This is an optimization exercise on Yosys and OpenROAD, whose aim is small area, not a production implementation. The RTL was checked by simulation tests, not by an equivalence proof against the original design. Power figures rest on the tool's default switching activity, not on a simulated workload. The flow treats the clock pin as an ideal source, which a real chip does not have.

==> flow/design.v <==
`default_nettype none
package letc_pkg;
    localparam int XLEN = 32;
    typedef logic [XLEN-1:0] word_t;
    typedef logic [4:0] reg_idx_t;
    typedef logic [11:0] csr_idx_t;
    localparam csr_idx_t CSR_MSCRATCH = 12'h340;
    localparam csr_idx_t CSR_MTVEC = 12'h305;
    localparam csr_idx_t CSR_MEPC = 12'h341;
    localparam csr_idx_t CSR_MCAUSE = 12'h342;
endpackage
`default_nettype wire
`default_nettype none
package letc_core_pkg;
    localparam logic [31:0]     POISON_WORD = 32'hdead_beef;
    typedef enum logic [1:0] {
        RD_SRC_ALU = 2'd0,
        RD_SRC_MEM = 2'd1,
        RD_SRC_CSR = 2'd2
    } rd_src_e;
    typedef struct packed {
        rd_src_e            rd_src;
        logic [4:0]         rd_idx;
        logic               rd_we;
        logic [31:0]        alu_result;
        logic [31:0]        mem_rdata;
        logic [31:0]        csr_old_val;
        logic [11:0]        csr_idx;
        logic               csr_expl_wen;
        logic [31:0]        csr_new_val;
        logic               sim_exit_req;
    } m2_to_w_s;
    typedef struct packed {
        logic               produces_rd;
        logic [4:0]         rd_idx;
        logic [31:0]        rd_val;
    } fwd_s;
    typedef struct packed {
        logic               we;
        logic [4:0]         idx;
        logic [31:0]        val;
    } rf_wr_s;
    typedef struct packed {
        logic               we;
        logic [11:0]        idx;
        logic [31:0]        wdata;
    } csr_wr_s;
endpackage
`default_nettype wire
`default_nettype none
module letc_core_stage_writeback (
    input  wire logic        clk,
    input  wire logic        rst_n,
    input  wire logic        stall,
    input  wire logic        flush,
    input  wire logic        m2_valid,
    input  wire logic [1:0]  m2_rd_src,
    input  wire logic [4:0]  m2_rd_idx,
    input  wire logic        m2_rd_we,
    input  wire logic [31:0] m2_alu_result,
    input  wire logic [31:0] m2_mem_rdata,
    input  wire logic [31:0] m2_csr_old_val,
    input  wire logic [11:0] m2_csr_idx,
    input  wire logic        m2_csr_wen,
    input  wire logic [31:0] m2_csr_new_val,
    input  wire logic        m2_sim_exit_req,
    output logic             commit,
    output logic             rd_wv,      
    output logic [4:0]       rd_idx,
    output logic [31:0]      rd_val_n,   
    output logic [3:0]       csr_wv,     
    output logic [31:0]      csr_wdata,
    output logic             exit_req
);
    logic [31:0] rd_val_d;
    logic [3:0]  csr_hit_d;
    always_comb begin
        case (m2_rd_src)
            2'd0:    rd_val_d = m2_alu_result;
            2'd1:    rd_val_d = m2_mem_rdata;
            2'd2:    rd_val_d = m2_csr_old_val;
            default: rd_val_d = letc_core_pkg::POISON_WORD;
        endcase
    end
    assign csr_hit_d[0] = (m2_csr_idx == letc_pkg::CSR_MSCRATCH);
    assign csr_hit_d[1] = (m2_csr_idx == letc_pkg::CSR_MTVEC);
    assign csr_hit_d[2] = (m2_csr_idx == letc_pkg::CSR_MEPC);
    assign csr_hit_d[3] = (m2_csr_idx == letc_pkg::CSR_MCAUSE);
    always_ff @(posedge clk) begin
        if (!rst_n) begin
            rd_wv    <= 1'b0;
            csr_wv   <= '0;
            exit_req <= 1'b0;
        end else if (!stall) begin
            rd_wv    <= m2_valid && m2_rd_we && (m2_rd_idx != 5'd0);
            csr_wv   <= {4{m2_valid && m2_csr_wen}} & csr_hit_d;
            exit_req <= m2_valid && m2_sim_exit_req;
        end
    end
    always_ff @(posedge clk) begin
        if (!stall) begin
            rd_idx    <= m2_rd_idx;
            rd_val_n  <= ~rd_val_d;
            csr_wdata <= m2_csr_new_val;
        end
    end
    assign commit = !stall && !flush;
endmodule
`default_nettype wire
`default_nettype none
module letc_core_rf (
    input  wire logic        clk,
    input  wire logic        rst_n,
    input  wire logic        we,
    input  wire logic [4:0]  wr_idx,
    input  wire logic [31:0] wr_val_n,
    input  wire logic        byp_we,
    input  wire logic        ra_byp,
    input  wire logic        rb_byp,
    input  wire logic [4:0]  ra_idx,
    output logic [31:0]      ra_val,
    input  wire logic [4:0]  rb_idx,
    output logic [31:0]      rb_val
);
    logic [31:0][31:0] slot_n;
    logic [31:0] ra_sel_n;
    logic [31:0] rb_sel_n;
    logic [31:0] wbus_n;
    assign wbus_n = rst_n ? wr_val_n : 32'hffff_ffff;
    assign slot_n[0] = wr_val_n;
    logic [31:1] ld;
    letc_core_rf_wdec wdec (
        .rst_n (rst_n),
        .we    (we),
        .idx   (wr_idx),
        .ld    (ld)
    );
    for (genvar i = 1; i < 32; i++) begin : g_reg
        always_ff @(posedge clk) begin
            if (ld[i]) begin
                slot_n[i] <= wbus_n;
            end
        end
    end
    logic [31:1] shadow;
    letc_core_rf_bdec bdec (
        .we     (byp_we),
        .idx    (wr_idx),
        .shadow (shadow)
    );
    letc_core_rf_rdec rdec_a (
        .byp      (ra_byp),
        .shadow   (shadow),
        .idx      (ra_idx),
        .sel_n    (ra_sel_n)
    );
    letc_core_rf_rdec rdec_b (
        .byp      (rb_byp),
        .shadow   (shadow),
        .idx      (rb_idx),
        .sel_n    (rb_sel_n)
    );
    letc_core_rf_rdmux rdmux_a (
        .sel_n  (ra_sel_n),
        .data_n (slot_n),
        .val    (ra_val)
    );
    letc_core_rf_rdmux rdmux_b (
        .sel_n  (rb_sel_n),
        .data_n (slot_n),
        .val    (rb_val)
    );
endmodule
module letc_core_rf_wdec (
    input  wire logic       rst_n,
    input  wire logic       we,
    input  wire logic [4:0] idx,
    output logic [31:1]     ld
);
    always_comb begin
        for (int i = 1; i < 32; i++) begin
            ld[i] = !rst_n || (we && idx == i);
        end
    end
endmodule
module letc_core_rf_bdec (
    input  wire logic       we,
    input  wire logic [4:0] idx,
    output logic [31:1]     shadow
);
    always_comb begin
        for (int i = 1; i < 32; i++) begin
            shadow[i] = we && idx == i;
        end
    end
endmodule
module letc_core_rf_rdec (
    input  wire logic       byp,
    input  wire logic [31:1] shadow,
    input  wire logic [4:0] idx,
    output logic [31:0]     sel_n
);
    always_comb begin
        sel_n[0] = !byp;
        for (int i = 1; i < 32; i++) begin
            sel_n[i] = !(!shadow[i] && idx == i);
        end
    end
endmodule
module letc_core_rf_rdmux (
    input  wire logic [31:0] sel_n,
    input  wire logic [31:0][31:0] data_n,
    output logic [31:0]      val
);
    always_comb begin
        val = '0;
        for (int i = 0; i < 32; i++) begin
            val = val | ({32{!sel_n[i]}} & ~data_n[i]);
        end
    end
endmodule
`default_nettype wire
`default_nettype none
module letc_core_csrf (
    input  wire logic        clk,
    input  wire logic        rst_n,
    input  wire logic        commit,
    input  wire logic [3:0]  wv,
    input  wire logic [31:0] wdata,
    input  wire logic [11:0] rd_idx,
    output logic [31:0]      rd_val
);
    logic [31:0] mscratch;
    logic [31:2] mtvec;
    logic [31:1] mepc;
    logic [31:0] mcause;
    logic [31:0] wbus;
    assign wbus = rst_n ? wdata : 32'd0;
    always_ff @(posedge clk) begin
        if (!rst_n || (commit && wv[0])) mscratch <= wbus;
    end
    always_ff @(posedge clk) begin
        if (!rst_n || (commit && wv[1])) mtvec <= wbus[31:2];
    end
    always_ff @(posedge clk) begin
        if (!rst_n || (commit && wv[2])) mepc <= wbus[31:1];
    end
    always_ff @(posedge clk) begin
        if (!rst_n || (commit && wv[3])) mcause <= wbus;
    end
    letc_core_csrf_rdmux rdmux (
        .sel      ({rd_idx == letc_pkg::CSR_MCAUSE, rd_idx == letc_pkg::CSR_MEPC,
                    rd_idx == letc_pkg::CSR_MTVEC, rd_idx == letc_pkg::CSR_MSCRATCH}),
        .mscratch (mscratch),
        .mtvec    (mtvec),
        .mepc     (mepc),
        .mcause   (mcause),
        .val      (rd_val)
    );
endmodule
module letc_core_csrf_rdmux (
    input  wire logic [3:0]  sel,        
    input  wire logic [31:0] mscratch,
    input  wire logic [31:2] mtvec,
    input  wire logic [31:1] mepc,
    input  wire logic [31:0] mcause,
    output logic [31:0]      val
);
    assign val = ({32{sel[0]}} & mscratch)
               | ({32{sel[1]}} & {mtvec, 2'b00})
               | ({32{sel[2]}} & {mepc, 1'b0})
               | ({32{sel[3]}} & mcause);
endmodule
`default_nettype wire
`default_nettype none
module letc_core_forwarder (
    input  wire logic       rd_wv,
    input  wire logic [4:0] rd_idx,
    input  wire logic [4:0] rs1_idx,
    input  wire logic [4:0] rs2_idx,
    output logic            rs1_hit,
    output logic            rs2_hit
);
    assign rs1_hit = rd_wv && (rd_idx == rs1_idx);
    assign rs2_hit = rd_wv && (rd_idx == rs2_idx);
endmodule
`default_nettype wire
`default_nettype none
module letc_core_backend (
    input  wire logic        clk,
    input  wire logic        rst_n,
    input  wire logic        m2_valid,
    input  wire logic [1:0]  m2_rd_src,
    input  wire logic [4:0]  m2_rd_idx,
    input  wire logic        m2_rd_we,
    input  wire logic [31:0] m2_alu_result,
    input  wire logic [31:0] m2_mem_rdata,
    input  wire logic [31:0] m2_csr_old_val,
    input  wire logic [11:0] m2_csr_idx,
    input  wire logic        m2_csr_wen,
    input  wire logic [31:0] m2_csr_new_val,
    input  wire logic        m2_sim_exit_req,
    input  wire logic        stall,
    input  wire logic        flush,
    input  wire logic [4:0]  rs1_idx,
    input  wire logic [4:0]  rs2_idx,
    output logic [31:0]      rs1_val,
    output logic [31:0]      rs2_val,
    input  wire logic [11:0] csr_rd_idx,
    output logic [31:0]      csr_rd_val,
    output logic             exit_req
);
    logic        commit;
    logic        rd_wv;
    logic [4:0]  rd_idx;
    logic [31:0] rd_val_n;
    logic [3:0]  csr_wv;
    logic [31:0] csr_wdata;
    logic        rs1_hit;
    logic        rs2_hit;
    letc_core_stage_writeback stage_writeback (
        .clk             (clk),
        .rst_n           (rst_n),
        .stall           (stall),
        .flush           (flush),
        .m2_valid        (m2_valid),
        .m2_rd_src       (m2_rd_src),
        .m2_rd_idx       (m2_rd_idx),
        .m2_rd_we        (m2_rd_we),
        .m2_alu_result   (m2_alu_result),
        .m2_mem_rdata    (m2_mem_rdata),
        .m2_csr_old_val  (m2_csr_old_val),
        .m2_csr_idx      (m2_csr_idx),
        .m2_csr_wen      (m2_csr_wen),
        .m2_csr_new_val  (m2_csr_new_val),
        .m2_sim_exit_req (m2_sim_exit_req),
        .commit          (commit),
        .rd_wv           (rd_wv),
        .rd_idx          (rd_idx),
        .rd_val_n        (rd_val_n),
        .csr_wv          (csr_wv),
        .csr_wdata       (csr_wdata),
        .exit_req        (exit_req)
    );
    letc_core_forwarder forwarder (
        .rd_wv   (rd_wv),
        .rd_idx  (rd_idx),
        .rs1_idx (rs1_idx),
        .rs2_idx (rs2_idx),
        .rs1_hit (rs1_hit),
        .rs2_hit (rs2_hit)
    );
    letc_core_rf rf (
        .clk    (clk),
        .rst_n  (rst_n),
        .we     (commit && rd_wv),
        .wr_idx (rd_idx),
        .wr_val_n (rd_val_n),
        .byp_we (rd_wv),
        .ra_byp (rs1_hit),
        .rb_byp (rs2_hit),
        .ra_idx (rs1_idx),
        .ra_val (rs1_val),
        .rb_idx (rs2_idx),
        .rb_val (rs2_val)
    );
    letc_core_csrf csrf (
        .clk    (clk),
        .rst_n  (rst_n),
        .commit (commit),
        .wv     (csr_wv),
        .wdata  (csr_wdata),
        .rd_idx (csr_rd_idx),
        .rd_val (csr_rd_val)
    );
endmodule
`default_nettype wire
`default_nettype none
module letc_backend_top (
    input  wire logic        clk,
    input  wire logic        rst_n,
    input  wire logic        m2_valid,
    input  wire logic [1:0]  m2_rd_src,
    input  wire logic [4:0]  m2_rd_idx,
    input  wire logic        m2_rd_we,
    input  wire logic [31:0] m2_alu_result,
    input  wire logic [31:0] m2_mem_rdata,
    input  wire logic [31:0] m2_csr_old_val,
    input  wire logic [11:0] m2_csr_idx,
    input  wire logic        m2_csr_wen,
    input  wire logic [31:0] m2_csr_new_val,
    input  wire logic        m2_sim_exit_req,
    input  wire logic        stall,
    input  wire logic        flush,
    input  wire logic [4:0]  rs1_idx,
    input  wire logic [4:0]  rs2_idx,
    output logic [31:0]      rs1_val,
    output logic [31:0]      rs2_val,
    input  wire logic [11:0] csr_rd_idx,
    output logic [31:0]      csr_rd_val,
    output logic             exit_req
);
    letc_core_backend backend (
        .clk             (clk),
        .rst_n           (rst_n),
        .m2_valid        (m2_valid),
        .m2_rd_src       (m2_rd_src),
        .m2_rd_idx       (m2_rd_idx),
        .m2_rd_we        (m2_rd_we),
        .m2_alu_result   (m2_alu_result),
        .m2_mem_rdata    (m2_mem_rdata),
        .m2_csr_old_val  (m2_csr_old_val),
        .m2_csr_idx      (m2_csr_idx),
        .m2_csr_wen      (m2_csr_wen),
        .m2_csr_new_val  (m2_csr_new_val),
        .m2_sim_exit_req (m2_sim_exit_req),
        .stall           (stall),
        .flush           (flush),
        .rs1_idx         (rs1_idx),
        .rs2_idx         (rs2_idx),
        .rs1_val         (rs1_val),
        .rs2_val         (rs2_val),
        .csr_rd_idx      (csr_rd_idx),
        .csr_rd_val      (csr_rd_val),
        .exit_req        (exit_req)
    );
endmodule
`default_nettype wire
==> flow/flow/run.sh <==
#!/bin/bash
# own layout flow:
#  1. the read multiplexers of the register file are mapped by hand
#     (gen_rdmux.py), the rest goes through the standard synthesis script
#     with an area-oriented abc script; registers are untouched
#  2. the standard layout steps, with small port buffers and a lean clock tree
set -euo pipefail
W="$(cd "$(dirname "${BASH_SOURCE[0]}")/.." && pwd)"
cd "$W"

python3 "$W/flow/gen_rdmux.py" "$W/design.v" "$W/design_mapped.v" > "$W/gen_rdmux.log" 2>&1

export MY_ABC_SCRIPT="$W/flow/area.abc"
export FLOW_SYNTH_TCL="$W/synth_recipe.tcl"

make -C "$FLOW_HOME" DESIGN_CONFIG="$W/config.mk" WORK_HOME="$W/orfs" CLKGATE_MAP_FILE= \
  SYNTH_SCRIPT="$W/flow/synth.tcl" VERILOG_FILES="$W/design_mapped.v" synth > "$W/synth.log" 2>&1

if [[ -n "${MY_SYNTH_ONLY:-}" ]]; then exit 0; fi

bash "$W/standard.sh" \
  "BUFFER_PORTS_ARGS=-buffer_cell sky130_fd_sc_hd__buf_1" \
  "GPL_KEEP_OVERFLOW=0" \
  "CTS_ARGS=-sink_clustering_enable -repair_clock_nets -dont_use_dummy_load -buf_list sky130_fd_sc_hd__clkbuf_16 -sink_clustering_size 30 -sink_clustering_max_diameter 100" \
  finish > "$W/layout.log" 2>&1
==> flow/flow/area.abc <==
strash
dch
map -a
topo
==> flow/flow/gen_rdmux.py <==
#!/usr/bin/env python3
"""Replace the bodies of the register file's read multiplexer and its read and
write decoders in a design file with hand-mapped sky130hd netlists. Ports and
functions stay exactly those of the RTL modules.
usage: gen_rdmux.py IN.v OUT.v"""
import re
import sys

P = "sky130_fd_sc_hd__"


def cell(typ, name, **pins):
    conn = ", ".join(f".{p}({n})" for p, n in pins.items())
    return f"  {P}{typ} {name} ({conn});"


def rdmux():
    # per output bit: 16 o22ai (two one-hot terms each, select and data
    # active low) -> 4 nor4 -> nand4
    L = ["module letc_core_rf_rdmux (sel_n, data_n, val);",
         "  input wire [31:0] sel_n;",
         "  input wire [1023:0] data_n;",
         "  output wire [31:0] val;"]
    for b in range(32):
        L.append(f"  wire [15:0] p{b};")
        L.append(f"  wire [3:0] q{b};")
        for k in range(16):
            i, j = 2 * k, 2 * k + 1
            L.append(cell("o22ai_1", f"o_{b}_{k}", A1=f"sel_n[{i}]", A2=f"data_n[{i*32+b}]",
                          B1=f"sel_n[{j}]", B2=f"data_n[{j*32+b}]", Y=f"p{b}[{k}]"))
        for g in range(4):
            L.append(cell("nor4_1", f"r_{b}_{g}", A=f"p{b}[{4*g}]", B=f"p{b}[{4*g+1}]",
                          C=f"p{b}[{4*g+2}]", D=f"p{b}[{4*g+3}]", Y=f"q{b}[{g}]"))
        L.append(cell("nand4_1", f"n_{b}", A=f"q{b}[0]", B=f"q{b}[1]", C=f"q{b}[2]",
                      D=f"q{b}[3]", Y=f"val[{b}]"))
    L.append("endmodule")
    return "\n".join(L)


def lit(bit, val, pos, neg):
    return pos if val else neg


def wdec():
    # ld[i] = !rst_n | (we & idx == i): and3 predecodes, a21oi, strong inverter
    L = ["module letc_core_rf_wdec (rst_n, we, idx, ld);",
         "  input wire rst_n;",
         "  input wire we;",
         "  input wire [4:0] idx;",
         "  output wire [31:1] ld;",
         "  wire [4:0] idx_n;",
         "  wire rst;",
         "  wire [3:0] hi;",
         "  wire [7:0] lo;",
         "  wire [31:1] ld_n;"]
    for k in range(5):
        L.append(cell("inv_1", f"ii_{k}", A=f"idx[{k}]", Y=f"idx_n[{k}]"))
    L.append(cell("inv_2", "irst", A="rst_n", Y="rst"))
    for j in range(4):
        L.append(cell("and3_1", f"hi_{j}", A="we",
                      B=f"idx[4]" if j & 2 else f"idx_n[4]",
                      C=f"idx[3]" if j & 1 else f"idx_n[3]", X=f"hi[{j}]"))
    for k in range(8):
        L.append(cell("and3_1", f"lo_{k}",
                      A=f"idx[2]" if k & 4 else f"idx_n[2]",
                      B=f"idx[1]" if k & 2 else f"idx_n[1]",
                      C=f"idx[0]" if k & 1 else f"idx_n[0]", X=f"lo[{k}]"))
    for i in range(1, 32):
        L.append(cell("a21oi_1", f"d_{i}", A1=f"hi[{i >> 3}]", A2=f"lo[{i & 7}]", B1="rst",
                      Y=f"ld_n[{i}]"))
        L.append(cell("inv_4", f"b_{i}", A=f"ld_n[{i}]", Y=f"ld[{i}]"))
    L.append("endmodule")
    return "\n".join(L)


def rdec():
    # sel_n[0] = !byp; sel_n[i] = !(!shadow[i] & idx == i): active-low
    # predecodes of idx (nand2/nand3), nor3 with the shadow flag, then a
    # strong inverter, since each select line spans every bit slice
    L = ["module letc_core_rf_rdec (byp, shadow, idx, sel_n);",
         "  input wire byp;",
         "  input wire [31:1] shadow;",
         "  input wire [4:0] idx;",
         "  output wire [31:0] sel_n;",
         "  wire [4:0] idx_n;",
         "  wire [3:0] hi_n;",
         "  wire [7:0] lo_n;",
         "  wire [31:1] sel;"]
    for k in range(5):
        L.append(cell("inv_1", f"ii_{k}", A=f"idx[{k}]", Y=f"idx_n[{k}]"))
    L.append(cell("inv_4", "ib0", A="byp", Y="sel_n[0]"))
    for j in range(4):
        L.append(cell("nand2_1", f"hi_{j}",
                      A=f"idx[4]" if j & 2 else f"idx_n[4]",
                      B=f"idx[3]" if j & 1 else f"idx_n[3]", Y=f"hi_n[{j}]"))
    for k in range(8):
        L.append(cell("nand3_1", f"lo_{k}",
                      A=f"idx[2]" if k & 4 else f"idx_n[2]",
                      B=f"idx[1]" if k & 2 else f"idx_n[1]",
                      C=f"idx[0]" if k & 1 else f"idx_n[0]", Y=f"lo_n[{k}]"))
    for i in range(1, 32):
        L.append(cell("nor3_1", f"s_{i}", A=f"hi_n[{i >> 3}]", B=f"lo_n[{i & 7}]",
                      C=f"shadow[{i}]", Y=f"sel[{i}]"))
        L.append(cell("inv_4", f"d_{i}", A=f"sel[{i}]", Y=f"sel_n[{i}]"))
    L.append("endmodule")
    return "\n".join(L)


def bdec():
    # shadow[i] = we & idx == i: active-low nand predecodes, nor2
    L = ["module letc_core_rf_bdec (we, idx, shadow);",
         "  input wire we;",
         "  input wire [4:0] idx;",
         "  output wire [31:1] shadow;",
         "  wire [4:0] idx_n;",
         "  wire [3:0] hi_n;",
         "  wire [7:0] lo_n;"]
    for k in range(5):
        L.append(cell("inv_1", f"ii_{k}", A=f"idx[{k}]", Y=f"idx_n[{k}]"))
    for j in range(4):
        L.append(cell("nand3_1", f"hi_{j}", A="we",
                      B=f"idx[4]" if j & 2 else f"idx_n[4]",
                      C=f"idx[3]" if j & 1 else f"idx_n[3]", Y=f"hi_n[{j}]"))
    for k in range(8):
        L.append(cell("nand3_1", f"lo_{k}",
                      A=f"idx[2]" if k & 4 else f"idx_n[2]",
                      B=f"idx[1]" if k & 2 else f"idx_n[1]",
                      C=f"idx[0]" if k & 1 else f"idx_n[0]", Y=f"lo_n[{k}]"))
    for i in range(1, 32):
        L.append(cell("nor2_1", f"s_{i}", A=f"hi_n[{i >> 3}]", B=f"lo_n[{i & 7}]",
                      Y=f"shadow[{i}]"))
    L.append("endmodule")
    return "\n".join(L)


def csrmux():
    # per bit: a22oi over the csrs present at that bit, nand to merge
    L = ["module letc_core_csrf_rdmux (sel, mscratch, mtvec, mepc, mcause, val);",
         "  input wire [3:0] sel;",
         "  input wire [31:0] mscratch;",
         "  input wire [31:2] mtvec;",
         "  input wire [31:1] mepc;",
         "  input wire [31:0] mcause;",
         "  output wire [31:0] val;"]
    for b in range(32):
        L.append(f"  wire u{b}, v{b};")
        if b >= 2:
            L.append(cell("a22oi_1", f"a_{b}", A1="sel[0]", A2=f"mscratch[{b}]",
                          B1="sel[1]", B2=f"mtvec[{b}]", Y=f"u{b}"))
            L.append(cell("a22oi_1", f"b_{b}", A1="sel[2]", A2=f"mepc[{b}]",
                          B1="sel[3]", B2=f"mcause[{b}]", Y=f"v{b}"))
            L.append(cell("nand2_1", f"n_{b}", A=f"u{b}", B=f"v{b}", Y=f"val[{b}]"))
        elif b == 1:
            L.append(cell("a22oi_1", f"a_{b}", A1="sel[0]", A2=f"mscratch[{b}]",
                          B1="sel[2]", B2=f"mepc[{b}]", Y=f"u{b}"))
            L.append(cell("nand2_1", f"b_{b}", A="sel[3]", B=f"mcause[{b}]", Y=f"v{b}"))
            L.append(cell("nand2_1", f"n_{b}", A=f"u{b}", B=f"v{b}", Y=f"val[{b}]"))
        else:
            L.append(cell("a22oi_1", f"a_{b}", A1="sel[0]", A2=f"mscratch[{b}]",
                          B1="sel[3]", B2=f"mcause[{b}]", Y=f"u{b}"))
            L.append(cell("inv_1", f"n_{b}", A=f"u{b}", Y=f"val[{b}]"))
    L.append("endmodule")
    return "\n".join(L)


src = open(sys.argv[1]).read()
for name, gen in (("letc_core_rf_rdmux", rdmux), ("letc_core_rf_wdec", wdec),
                  ("letc_core_rf_rdec", rdec), ("letc_core_rf_bdec", bdec),
                  ("letc_core_csrf_rdmux", csrmux)):
    m = re.search(r"module\s+" + name + r"\b.*?endmodule", src, re.S)
    if not m:
        sys.exit(name + " not found")
    src = src[:m.start()] + gen() + src[m.end():]
open(sys.argv[2], "w").write(src)
==> flow/flow/synth.tcl <==
# The standard synthesis script, with only abc's mapping script replaced
# by an area-oriented one (registers are mapped before abc and stay the same)
proc abc {args} {
  set i [lsearch -exact $args -script]
  if {$i >= 0} { set args [lreplace $args $i [expr {$i+1}] -script $::env(MY_ABC_SCRIPT)] }
  set j [lsearch -exact $args -D]
  if {$j >= 0} { set args [lreplace $args $j [expr {$j+1}]] }
  yosys abc {*}$args
}
source $::env(FLOW_SYNTH_TCL)
==> flow/standard.sh <==
#!/bin/bash
# synth_recipe.tcl (not shown) runs the flow's synth.tcl, then flattens the netlist and writes it again
# the make line also repeats each setting of config.mk as NAME=value (left out here)
make -C /OpenROAD-flow-scripts/flow DESIGN_CONFIG=/design/flow/config.mk WORK_HOME=/design/flow/orfs CLKGATE_MAP_FILE= SYNTH_SCRIPT=/design/flow/synth_recipe.tcl "${@:-finish}"
==> flow/config.mk <==
export PLATFORM = sky130hd
export DESIGN_NAME = letc_backend_top
export DESIGN_NICKNAME = letc_backend_top
export VERILOG_FILES = /design/flow/design.v
export SDC_FILE = /design/flow/constraint.sdc
export NUM_CORES = 4
export LEC_CHECK = 0
export CAP_MARGIN = 20
export CORE_MARGIN = 2
export CORE_UTILIZATION = 70
export PLACE_DENSITY = 0.8
export SLEW_MARGIN = 20
==> flow/constraint.sdc <==
create_clock -name core_clock -period 7.0 [get_ports {clk}]
set_input_delay 1.4000 -clock core_clock [delete_from_list [all_inputs] [get_ports {clk}]]
set_output_delay 1.4000 -clock core_clock [all_outputs]
set_load 0.01 [all_outputs]
==> results of run 1 <==
==> where the power goes <==
| part | total [uW] | internal [uW] | switching [uW] | leakage [uW] |
|---|---|---|---|---|
| combinational | 1060 | 231 | 826 | 0.00386 |
| clock | 3240 | 1190 | 2050 | 0.000567 |
| sequential | 8730 | 8440 | 290 | 0.0111 |
| total | 13000 | 9860 | 3160 | 0.0155 |
==> layer usage <==
metal  up-vias  global-route usage (%)
li1      14430                       -
met1     17910                   61.08
met2      4902                   66.74
met3      1139                   25.24
met4        18                   26.40
met5         -                   2.703
==> logic make-up after synthesis <==
logic type / after synthesis
flip-flops: 1192
AO/OA/AOI/OAI: 1197
buffers and inverters: 165
XOR/XNOR: 4
AND/OR/NAND/NOR: 607
==> how the worst max path moves through the flow <==
stage	slack [ps]	cells after the start	end
2_1_floorplan	1100	6	csr_rd_val[10]
3_3_place_gp	-1520	8	csr_rd_val[2]
3_5_place_dp	1570	9	rs2_val[11]
4_1_cts	1560	9	rs2_val[11]
5_1_grt	1280	9	rs1_val[7]
6_report	1210	9	rs2_val[11]
==> cells in the mapped netlist, drive strengths merged <==
cell type / count
edfxtp: 1186
o22ai: 1024
nor4: 262
inv: 117
nor2: 82
a22oi: 68
nand4: 66
nor3: 66
nand2: 49
clkinv: 48
a21oi: 40
or2: 35
nand3: 29
a221oi: 24
o21a: 23
and3: 14
a22o: 8
o21ai: 7
dfxtp: 6
xnor2: 4
nand3b: 2
o2111ai: 2
nor3b: 1
o311ai: 1
or3: 1
==> sequential cells by signal, summed over array words and instances, names as in the netlist, 5 cells and up <==
signal,flops
backend.csrf.mscratch,32
backend.csrf.mtvec,30
backend.csrf.mepc,31
backend.rf.slot_n,992
backend.stage_writeback.csr_wdata,32
backend.stage_writeback.rd_idx,5
backend.stage_writeback.rd_val_n,32
backend.csrf.mcause,32
==> stage by stage <==
stage,total power (uW),instances
detailed placement,9849,4328
finish,13030,4380
floorplan,9266,3165
CTS,12820,4374
global placement,9775,4311
global route,13190,4375
==> placed cells by master (no fill, tap or decap), drive strengths merged, types with 23 or more instances in the layout <==
cell / n
clkbuf: 46
o22ai: 1024
or2: 35
a21oi: 40
nand3: 29
nand4: 66
o21a: 23
buf: 290
a221oi: 24
edfxtp: 1186
nand2: 49
inv: 117
clkinv: 48
nor3: 66
a22oi: 68
nor2: 82
nor4: 262
==> worst min-delay path: cells and delay by family, from the launching register on <==
kind               cells  cell delay, ps
and+or+nand+nor        1              80
AOI/OAI and AO/OA      1              90
DFF                    1             360
==> final cells by class <==
class,count,area [um^2],area share [%]
inverter,165,867.1,1.694
multi-input combinational,1808,11110,21.71
timing repair buffer,290,1210,2.364
sequential,1192,35730,69.82
clock buffer,46,1151,2.249
tap,873,1092,2.134
antenna,6,15.01,0.02934
==> impl_metrics.ini, run 1 <==
[run_status]
outcome = finished clean

[placed_design]
post_dp_cell_area_mm2 = 0.05002
io_buffers = 273
hpwl_um = 93050
dp_slack_ps = 1566
gp_congestion = 0.9780

[global_routing]
grt_max_degree = 71
grtUsageTotal_pct = 48.09
overflow = 0
grt_pass1_wl_um = 239100
antenna_found_initial = 5
grt_pass1_vias = 35880

[min_path]
min_from = backend.stage_writeback.csr_wv[2]$_SDFFE_PN0N_
min_to = backend.stage_writeback.csr_wv[2]$_SDFFE_PN0N_
holdPathStages = 2
holdCritPathClass = reg2reg

[critical_path]
max_stage_delay_ps = 660
cp_common_cell = buf_1
r2r_start = backend.stage_writeback.rd_wv$_SDFFE_PN0N_
start_kind = input pin
cp_cell_sequence = buf_1 > inv_1 > nand3_1 > nor3_1 > inv_4 > o22ai_1 > nor4_1 > nand4_1 > buf_1
worst_r2r_endpoint = backend.rf.slot_n[291]$_DFFE_PP_
worstPathRequired_ps = 5600
crit_buf_inv = 4
r2r_cells = 5
cp_max_fo = 32
path_class = in2out
cp_top_family = simple AND/OR/NAND/NOR gates
critical_path_arrival_ps = 4390
reg2reg_slack_ps = 4530
cp-startpoint = rs2_idx[0]
cp-end-kind = primary output
cpMaxStageDelayCell = nor4_1

[sta]
max_slew_margin_pct = 21.70
fin_hold_ws_ps = 555.8
finalHoldViolCount = 0
clock_skew_ps = 80.99
fmax_mhz = 172.6
worst_slack_ps = 1207
fin_setup_tns_ps = 0
rsz0062_at_grt = no
worstMarginPinSlew_ps = 1164
setup_viol = 0
fin_crit_ps = 5793
finalMaxSlewViolations = 0
final.period_utilization_pct = 82.76

[floorplanning]
die_area_mm2 = 0.07014
start_util_pct = 70.79
core_area_mm2 = 0.06728
ios = 274
die_y_um = 264.8
die_w_um = 264.8
num_rows = 95

[logic_synthesis]
yosysWarnings = 3
yosysSeqAreaShare_pct = 75.03
netlist_area_mm2 = 0.04763
synth-compound-area-share_pct = 16.04
synth_largest_area_cell = edfxtp_1
avgSynthCellArea_um2 = 15.05
syn_inst = 3165
synth_cell_types = 28
synth-simple-area-share_pct = 7.051
synthAdderAreaFrac_pct = 0
ys_ff_latch = 1192
synth-xor-area-share_pct = 0.07356
synth_top_family_by_area = compound AO/OA/AOI/OAI gates
synth_top_area_share_pct = 74.78
synthMuxAreaShare_pct = 0
synth_area_leaders = edfxtp_1, o22ai_1, nor4_1
synthesis.nets = 3342

[clock_tree]
clock_sinks = 1192
post_cts_buffers = 0
cts_made_buffers = 46
clock_latency_ps = 680
ctsHoldBuffers = 0
clockRootBuffer = clkbuf_16
clockBufferDepth = 3
cts-htree-levels = 2
cts-resized-gates = 0
cts_tree = yes
clk_pin_slew_ps = 110

[power_and_ir_drop]
ir_drop_v = 0.0003026
power_density_mw_per_mm2 = 254.5
leakage_uw = 0.01553

[detailed_routing]
wl_per_cell_um = 39.42
dr_wl_met3_um = 36200
drc_errors = 0
num_vias = 38400
viasPerCell = 8.766
drt_iter0_drc = 9724
routed_wl_um = 172700
wl_met2_um = 71180
topRoutingLayerUsed = met5
dr.pass1.iters = 14
wl_met1_um = 52350
drt.antenna.violating_nets = 0

[layout]
area_delta_synth_final_pct = 7.466
design_area_mm2 = 0.05118
final_util_pct = 76.08
drive_above_1_share_pct = 6.227
finalNetCount = 3680
n_fill_cell = 3862

[flow_run]
maxCapViolations = 0
==> inputs of run 2 (changes only) <==
--- a/flow/design.v
+++ b/flow/design.v
@@ -236,17 +236,24 @@
     logic [31:0] mcause;
     logic [31:0] wbus;
     assign wbus = rst_n ? wdata : 32'd0;
+    logic [3:0] ld;
+    letc_core_csrf_wen wen (
+        .rst_n  (rst_n),
+        .commit (commit),
+        .wv     (wv),
+        .ld     (ld)
+    );
     always_ff @(posedge clk) begin
-        if (!rst_n || (commit && wv[0])) mscratch <= wbus;
+        if (ld[0]) mscratch <= wbus;
     end
     always_ff @(posedge clk) begin
-        if (!rst_n || (commit && wv[1])) mtvec <= wbus[31:2];
+        if (ld[1]) mtvec <= wbus[31:2];
     end
     always_ff @(posedge clk) begin
-        if (!rst_n || (commit && wv[2])) mepc <= wbus[31:1];
+        if (ld[2]) mepc <= wbus[31:1];
     end
     always_ff @(posedge clk) begin
-        if (!rst_n || (commit && wv[3])) mcause <= wbus;
+        if (ld[3]) mcause <= wbus;
     end
     letc_core_csrf_rdmux rdmux (
         .sel      ({rd_idx == letc_pkg::CSR_MCAUSE, rd_idx == letc_pkg::CSR_MEPC,
@@ -258,6 +265,14 @@
         .val      (rd_val)
     );
 endmodule
+module letc_core_csrf_wen (
+    input  wire logic       rst_n,
+    input  wire logic       commit,
+    input  wire logic [3:0] wv,
+    output logic [3:0]      ld
+);
+    assign ld = {4{!rst_n}} | ({4{commit}} & wv);
+endmodule
 module letc_core_csrf_rdmux (
     input  wire logic [3:0]  sel,        
     input  wire logic [31:0] mscratch,
--- a/flow/flow/gen_rdmux.py
+++ b/flow/flow/gen_rdmux.py
@@ -133,6 +133,24 @@
     return "\n".join(L)
 
 
+def csrwen():
+    # ld[k] = !rst_n | (commit & wv[k]): a21oi into a strong inverter, each
+    # enable drives all bits of one csr
+    L = ["module letc_core_csrf_wen (rst_n, commit, wv, ld);",
+         "  input wire rst_n;",
+         "  input wire commit;",
+         "  input wire [3:0] wv;",
+         "  output wire [3:0] ld;",
+         "  wire rst;",
+         "  wire [3:0] ld_n;"]
+    L.append(cell("inv_1", "irst", A="rst_n", Y="rst"))
+    for k in range(4):
+        L.append(cell("a21oi_1", f"d_{k}", A1="commit", A2=f"wv[{k}]", B1="rst", Y=f"ld_n[{k}]"))
+        L.append(cell("inv_4", f"b_{k}", A=f"ld_n[{k}]", Y=f"ld[{k}]"))
+    L.append("endmodule")
+    return "\n".join(L)
+
+
 def csrmux():
     # per bit: a22oi over the csrs present at that bit, nand to merge
     L = ["module letc_core_csrf_rdmux (sel, mscratch, mtvec, mepc, mcause, val);",
@@ -166,7 +184,7 @@
 src = open(sys.argv[1]).read()
 for name, gen in (("letc_core_rf_rdmux", rdmux), ("letc_core_rf_wdec", wdec),
                   ("letc_core_rf_rdec", rdec), ("letc_core_rf_bdec", bdec),
-                  ("letc_core_csrf_rdmux", csrmux)):
+                  ("letc_core_csrf_rdmux", csrmux), ("letc_core_csrf_wen", csrwen)):
     m = re.search(r"module\s+" + name + r"\b.*?endmodule", src, re.S)
     if not m:
         sys.exit(name + " not found")
==> run 2 against run 1 <==
  * Still clean on timing, DRC and antenna
  * Wire length grew 0.94%
  * Clock skew shrank 22 ps
  * Core utilization shrank 0.26 points
  * Sequential power is essentially flat
  * Non-clock buffer count shrank 5
  * Combinational power is essentially flat
  * Critical path type unchanged
  * Largest cell class unchanged
  * Largest power group unchanged
==> impl_metrics.ini, run 2 <==
[sta]
max_slew_margin_pct = 21.54
finalMaxSlewViolations = 0
fin_crit_ps = 5758
setup_viol = 0
finalHoldViolCount = 0
worstMarginPinSlew_ps = 1166
clock_skew_ps = 58.54
fmax_mhz = 173.7
final.period_utilization_pct = 82.26
fin_hold_ws_ps = 549.3
rsz0062_at_grt = no

[logic_synthesis]
synth_top_area_share_pct = 74.78
synth_cell_types = 29
yosysMostFrequentCell = edfxtp_1
avgSynthCellArea_um2 = 15.06
yosysSeqAreaShare_pct = 75.03
syn_inst = 3162
synthesis.nets = 3339
synth-edff-count = 1186
synth_commonest_cells = edfxtp_1, o22ai_1, nor4_1
synth_area_leaders = edfxtp_1, o22ai_1, nor4_1
synth_largest_area_cell = edfxtp_1
ys_async_sr_fraction_pct = 0
yosysWarnings = 3
synth_top_flop_cell = edfxtp_1
ys_ff_latch = 1192
netlist_area_mm2 = 0.04763

[layout]
seq_area_mm2 = 0.03573
finalNetCount = 3671
final_cell_mix = edfxtp_1, o22ai_1, buf_1, nor4_1, inv_4
multiInputGateArea_mm2 = 0.01106
largest-register = backend.rf.slot_n
drive_above_1_share_pct = 6.100
largest_reg_flops = 992
area_delta_synth_final_pct = 7.088
n_fill_cell = 3967
final_common_cell = edfxtp_1
final_util_pct = 75.81
design_area_mm2 = 0.05100

[clock_tree]
cts-htree-levels = 2
clock_sinks = 1192
clock_latency_ps = 670
post_cts_buffers = 0
clockRootBuffer = clkbuf_16
clockBufferDepth = 3
cts_tree = yes
cts_made_buffers = 45
ctsHoldBuffers = 0
cts-resized-gates = 0
clk_pin_slew_ps = 120

[floorplanning]
die_w_um = 264.8
ios = 274
die_y_um = 264.8
start_util_pct = 70.79
core_area_mm2 = 0.06728
num_rows = 95
die_area_mm2 = 0.07014

[detailed_routing]
topRoutingLayerUsed = met5
drc_errors = 0
drt.antenna.violating_nets = 0
drt_iter0_drc = 8745
num_vias = 37920
viasPerCell = 8.682
wl_met2_um = 71990
wl_met1_um = 53540
dr.pass1.iters = 12
dr_wl_met3_um = 35770
wl_per_cell_um = 39.90
routed_wl_um = 174300

[placed_design]
post_dp_cell_area_mm2 = 0.04986
gp_congestion = 1.033
io_buffers = 273
hpwl_um = 94470

[critical_path]
reg2reg_slack_ps = 4210
cp_common_cell = buf_1
r2r_start = backend.stage_writeback.rd_wv$_SDFFE_PN0N_
max_stage_delay_ps = 900
worstPathRequired_ps = 5600
cp-end-kind = primary output
cpMaxStageDelayCell = nor4_1
cp_cell_sequence = buf_1 > inv_1 > nand2_1 > nor3_1 > inv_4 > o22ai_1 > nor4_1 > nand4_1 > buf_1
r2r_cells = 4
worst_r2r_endpoint = backend.rf.slot_n[379]$_DFFE_PP_
path_class = in2out
critical_path_arrival_ps = 4360
cp_max_fo = 32
start_kind = input pin

[min_path]
holdCritPathClass = reg2reg
min_from = backend.stage_writeback.csr_wv[2]$_SDFFE_PN0N_
min_to = backend.stage_writeback.csr_wv[2]$_SDFFE_PN0N_
holdPathStages = 2

[run_status]
outcome = finished clean

[power_and_ir_drop]
leakage_uw = 0.01548
ir_drop_v = 0.0002236
power_density_mw_per_mm2 = 254.7

[global_routing]
grt_max_degree = 71
grt_pass1_wl_um = 240600
overflow = 0
grtUsageTotal_pct = 48.48
grt_pass1_vias = 35630
antenna_found_initial = 6

[flow_run]
maxCapViolations = 0
## run 2: cell count changes in the layout (fill, tap and decap cells not counted), sizes merged, moves of 2 or more
cell	previous run	this run
buf	290	285
inv	117	122
nor3	66	63
o21ai	7	2
xor2	0	2
nor4	262	265
a21oi	40	44
xnor2	4	2
nor2	82	80
clkinv	48	45
diode	6	3
## run 2: where the power goes
| group | switching (uW) | internal (uW) |
|---|---|---|
| clock network | 2050 | 1170 |
| registers | 285 | 8440 |
| logic | 826 | 224 |
## run 2: worst max-delay path: cells and delay by family
kind                   cells  cell delay (ps)
buffers and inverters      4             1000
and+or+nand+nor            4             1630
AOI/OAI and AO/OA          1              220
## run 2: metrics by stage
step           setup slack [ps]  cells  total power, uW  TNS (ps)
2_1_floorplan              1102   3162             9264         0
3_3_place_gp              -1656   4308             9772    -50940
3_5_place_dp               1402   4320             9842         0
4_1_cts                    1397   4365            12790         0
5_1_grt                    1284   4365            13120         0
6_report                   1242   4368            12990         0
## run 2: cells by family after synthesis
logic type	Yosys count	share of synthesized area, %
AOI/OAI and AO/OA	1197	16.05
DFF	1192	75.03
and+or+nand+nor	602	7.009
buffers and inverters	167	1.836
xor gates and xnor gates	4	0.07357
## run 2: area by class of cell
type	count	share of cell area (%)
Tap cell	873	2.142
Clock buffer	45	2.208
Inverter	167	1.734
Multi-Input combinational cell	1803	21.68
Sequential cell	1192	70.06
Timing Repair Buffer	285	2.159
Antenna cell	3	0.01472
## run 2: worst max-delay path by stage
stage	endpoint	start	depth (start not counted)	slack, ps
6_report	rs1_val[4]	rs1_idx[3]	9	1240
5_1_grt	rs2_val[0]	rs2_idx[1]	9	1280
4_1_cts	rs1_val[0]	rs1_idx[0]	9	1400
3_5_place_dp	rs2_val[0]	rs2_idx[1]	9	1400
3_3_place_gp	csr_rd_val[15]	csr_rd_idx[11]	8	-1660
2_1_floorplan	csr_rd_val[10]	csr_rd_idx[11]	6	1100
## run 2: layer usage
layer / GRT usage (%) / up-vias
li1: - / 14410
met1: 61.67 / 17690
met2: 67.85 / 4739
met3: 24.45 / 1069
met4: 27.21 / 14
met5: 0.6930 / -
==> inputs of run 3 (changes only) <==
--- a/flow/flow/run.sh
+++ b/flow/flow/run.sh
@@ -21,5 +21,5 @@
 bash "$W/standard.sh" \
   "BUFFER_PORTS_ARGS=-buffer_cell sky130_fd_sc_hd__buf_1" \
   "GPL_KEEP_OVERFLOW=0" \
-  "CTS_ARGS=-sink_clustering_enable -repair_clock_nets -dont_use_dummy_load -buf_list sky130_fd_sc_hd__clkbuf_16 -sink_clustering_size 30 -sink_clustering_max_diameter 100" \
+  "CTS_ARGS=-sink_clustering_enable -repair_clock_nets -dont_use_dummy_load -buf_list sky130_fd_sc_hd__clkbuf_16 -sink_clustering_size 28 -sink_clustering_max_diameter 90" \
   finish > "$W/layout.log" 2>&1
==> run 3 against run 2 <==
  * Flip-flop and latch count unchanged
  * Clock skew increased by 50 ps
  * Synthesized area unchanged
  * Still clean on timing, DRC and antenna
  * Critical path type unchanged
==> impl_metrics.ini, run 3 <==
[layout]
final_common_cell = edfxtp_1
multiInputGateArea_mm2 = 0.01106
seq_area_mm2 = 0.03573
finalNetCount = 3675
largest-register = backend.rf.slot_n
drive_above_1_share_pct = 6.207
largest_reg_flops = 992
final_cell_mix = edfxtp_1, o22ai_1, buf_1, nor4_1, inv_4
area_delta_synth_final_pct = 7.314
n_fill_cell = 3972

[flow_run]
maxCapViolations = 0

[global_routing]
grt_pass1_wl_um = 240300
antenna_found_initial = 6
groute.layer.met3.usage_pct = 24.46
overflow = 0
grtUsageTotal_pct = 48.39
grt-busiest-layer = met2
use_met2_pct = 67.93
grt_pass1_vias = 35510
grt_max_degree = 71
gr-usage-met1_pct = 61.34

[sta]
fin_setup_tns_ps = 0
setup_viol = 0
final.period_utilization_pct = 82.15
clock_skew_ps = 108.9
max_slew_margin_pct = 18.08
finalMaxSlewViolations = 0
finalHoldViolCount = 0
fmax_mhz = 173.9
worst_slack_ps = 1250
worstMarginPinSlew_ps = 1218
fin_hold_ws_ps = 539.9
rsz0062_at_grt = no
fin_crit_ps = 5750

[clock_tree]
post_cts_buffers = 0
cts-htree-levels = 2
clk_pin_slew_ps = 100
clockBufferDepth = 3
clockRootBuffer = clkbuf_16
ctsHoldBuffers = 0
cts_tree = yes
clock_sinks = 1192
cts-resized-gates = 0
cts_made_buffers = 49
clock_latency_ps = 690

[power_and_ir_drop]
leakage_uw = 0.01553
power_uw = 13110
power_density_mw_per_mm2 = 256.5
ir_drop_v = 0.0003331

[placed_design]
io_buffers = 273
gp_congestion = 1.033
hpwl_um = 94470
dp_slack_ps = 1402

[critical_path]
cp_cell_sequence = buf_1 > inv_1 > nand3_1 > nor3_1 > inv_4 > o22ai_1 > nor4_1 > nand4_1 > buf_1
max_stage_delay_ps = 1000
path_class = in2out
r2r_start = backend.stage_writeback.rd_wv$_SDFFE_PN0N_
cpMaxStageDelayCell = nor4_1
crit_buf_inv = 4
cp_max_fo = 32
cp-end-kind = primary output
critical_path_arrival_ps = 4350
worstPathRequired_ps = 5600
cp_top_family = simple AND/OR/NAND/NOR gates
cp_common_cell = buf_1
worst_r2r_endpoint = backend.rf.slot_n[804]$_DFFE_PP_
reg2reg_slack_ps = 4230
start_kind = input pin
r2r_cells = 4

[detailed_routing]
viasPerCell = 8.656
drt.antenna.violating_nets = 0
drt_iter0_drc = 8752
drc_errors = 0
dr.pass1.iters = 10
num_vias = 37870
routed_wl_um = 173700
wl_per_cell_um = 39.71

[logic_synthesis]
yosysMostFrequentCell = edfxtp_1
yosysSeqAreaShare_pct = 75.03
syn_inst = 3162
synth_top_area_share_pct = 74.78
netlist_area_mm2 = 0.04763
ys_ff_latch = 1192
synthesis.nets = 3339
synth_commonest_cells = edfxtp_1, o22ai_1, nor4_1
synth_top_flop_cell = edfxtp_1
synth_cell_types = 29
avgSynthCellArea_um2 = 15.06
synth-edff-count = 1186
yosysWarnings = 3
synth_largest_area_cell = edfxtp_1
ys_async_sr_fraction_pct = 0
synth_area_leaders = edfxtp_1, o22ai_1, nor4_1

[run_status]
outcome = finished clean

[floorplanning]
die_y_um = 264.8
num_rows = 95
start_util_pct = 70.79
die_area_mm2 = 0.07014
core_area_mm2 = 0.06728
ios = 274
die_w_um = 264.8

[min_path]
holdPathStages = 2
min_to = backend.stage_writeback.csr_wv[2]$_SDFFE_PN0N_
min_from = backend.stage_writeback.csr_wv[2]$_SDFFE_PN0N_
holdCritPathClass = reg2reg
[run 3: cell counts after synthesis]
Identical to the previous run, type by type.
[run 3: per-stage QoR]
step | util, % | cell area [um^2] | std cells
floorplan | - | 47630 | 3162
global placement | 73.94 | 49750 | 4308
detailed placement | 74.12 | 49860 | 4320
CTS | 75.94 | 51090 | 4369
global route | 75.95 | 51100 | 4369
finish | 75.97 | 51110 | 4375
[run 3: area by class of cell]
cell class	instances	share of cell area (%)
flip-flops and latches	1192	69.91
diodes	6	0.02938
inverters	167	1.731
multi-input cells	1803	21.64
clock buffers	49	2.399
well taps	873	2.137
repair buffers	285	2.154
[run 3: worst max path at each step]
stage / start / endpoint / cells after the start
after floorplan: csr_rd_idx[11] / csr_rd_val[10] / 6
after global placement: csr_rd_idx[11] / csr_rd_val[15] / 8
after detailed placement: rs2_idx[1] / rs2_val[0] / 9
after CTS: rs1_idx[0] / rs1_val[0] / 9
after global routing: rs2_idx[1] / rs2_val[0] / 9
final: rs2_idx[1] / rs2_val[0] / 9
[run 3: layer usage]
metal,wire length [um],share of wire [%],vias to the layer above
li1,-,-,14450
met1,52930,30,17660
met2,71800,41,4699
met3,35900,21,1051
met4,12920,7.4,10
met5,187,0.11,-
[run 3: report_power, final]
part           total, uW  internal, uW  switching [uW]
Sequential          8730          8440             286
Clock               3330          1260            2070
Combinational       1050           224             826
Total              13100          9930            3180
[run 3: logic make-up (layout without fill, tap and decap cells)]
kind of cell / Yosys count / count (layout) / share of synthesized area [%]
xor+xnor: 4 / 4 / 0.07357
compound gates: 1197 / 1197 / 16.05
simple gates: 602 / 602 / 7.009
other cells: 0 / 6 / 0
buf+inv: 167 / 501 / 1.836
flops: 1192 / 1192 / 75.03
[run 3: worst min-delay path, cell delays in order (launching register included)]
cell	delay, ps
dfxtp_1	350
a22oi_1	90
nor2_1	70

[what the ideal ports hide]
In the flow no input, the clock included, has a driving cell. The finished layouts below were timed again as built, in two steps.
Step 1 assumes that a clkbuf_16 drives the clock port and a buf_2 every other input.
Step 2 times the ports against the registers' clock, not the clock port: input delays grow and output delays shrink by t, the midpoint of the rising clock arrivals with the driver on.
Three values: no drivers, after step 1, after step 2; two values: the first two.
run | shift t [ns] | setup WS [ns] | hold WS [ns] | latest minus earliest clock arrival (ns) | worst slew at a driven data input, ns
run 1 | 0.711 | 1.207 / 1.176 / 1.176 | 0.556 / 0.556 / 0.556 | 0.085 / 0.085 | 0.07
run 2 | 0.709 | 1.242 / 1.216 / 1.216 | 0.549 / 0.549 / 0.549 | 0.059 / 0.060 | 0.09
run 3 | 0.709 | 1.250 / 1.220 / 1.220 | 0.540 / 0.540 / 0.540 | 0.109 / 0.109 | 0.09
After both steps every run listed still meets setup and hold. The setup slack of run 1, which loses most, moves by -0.031 ns with the drivers and by -0.031 ns with both steps.
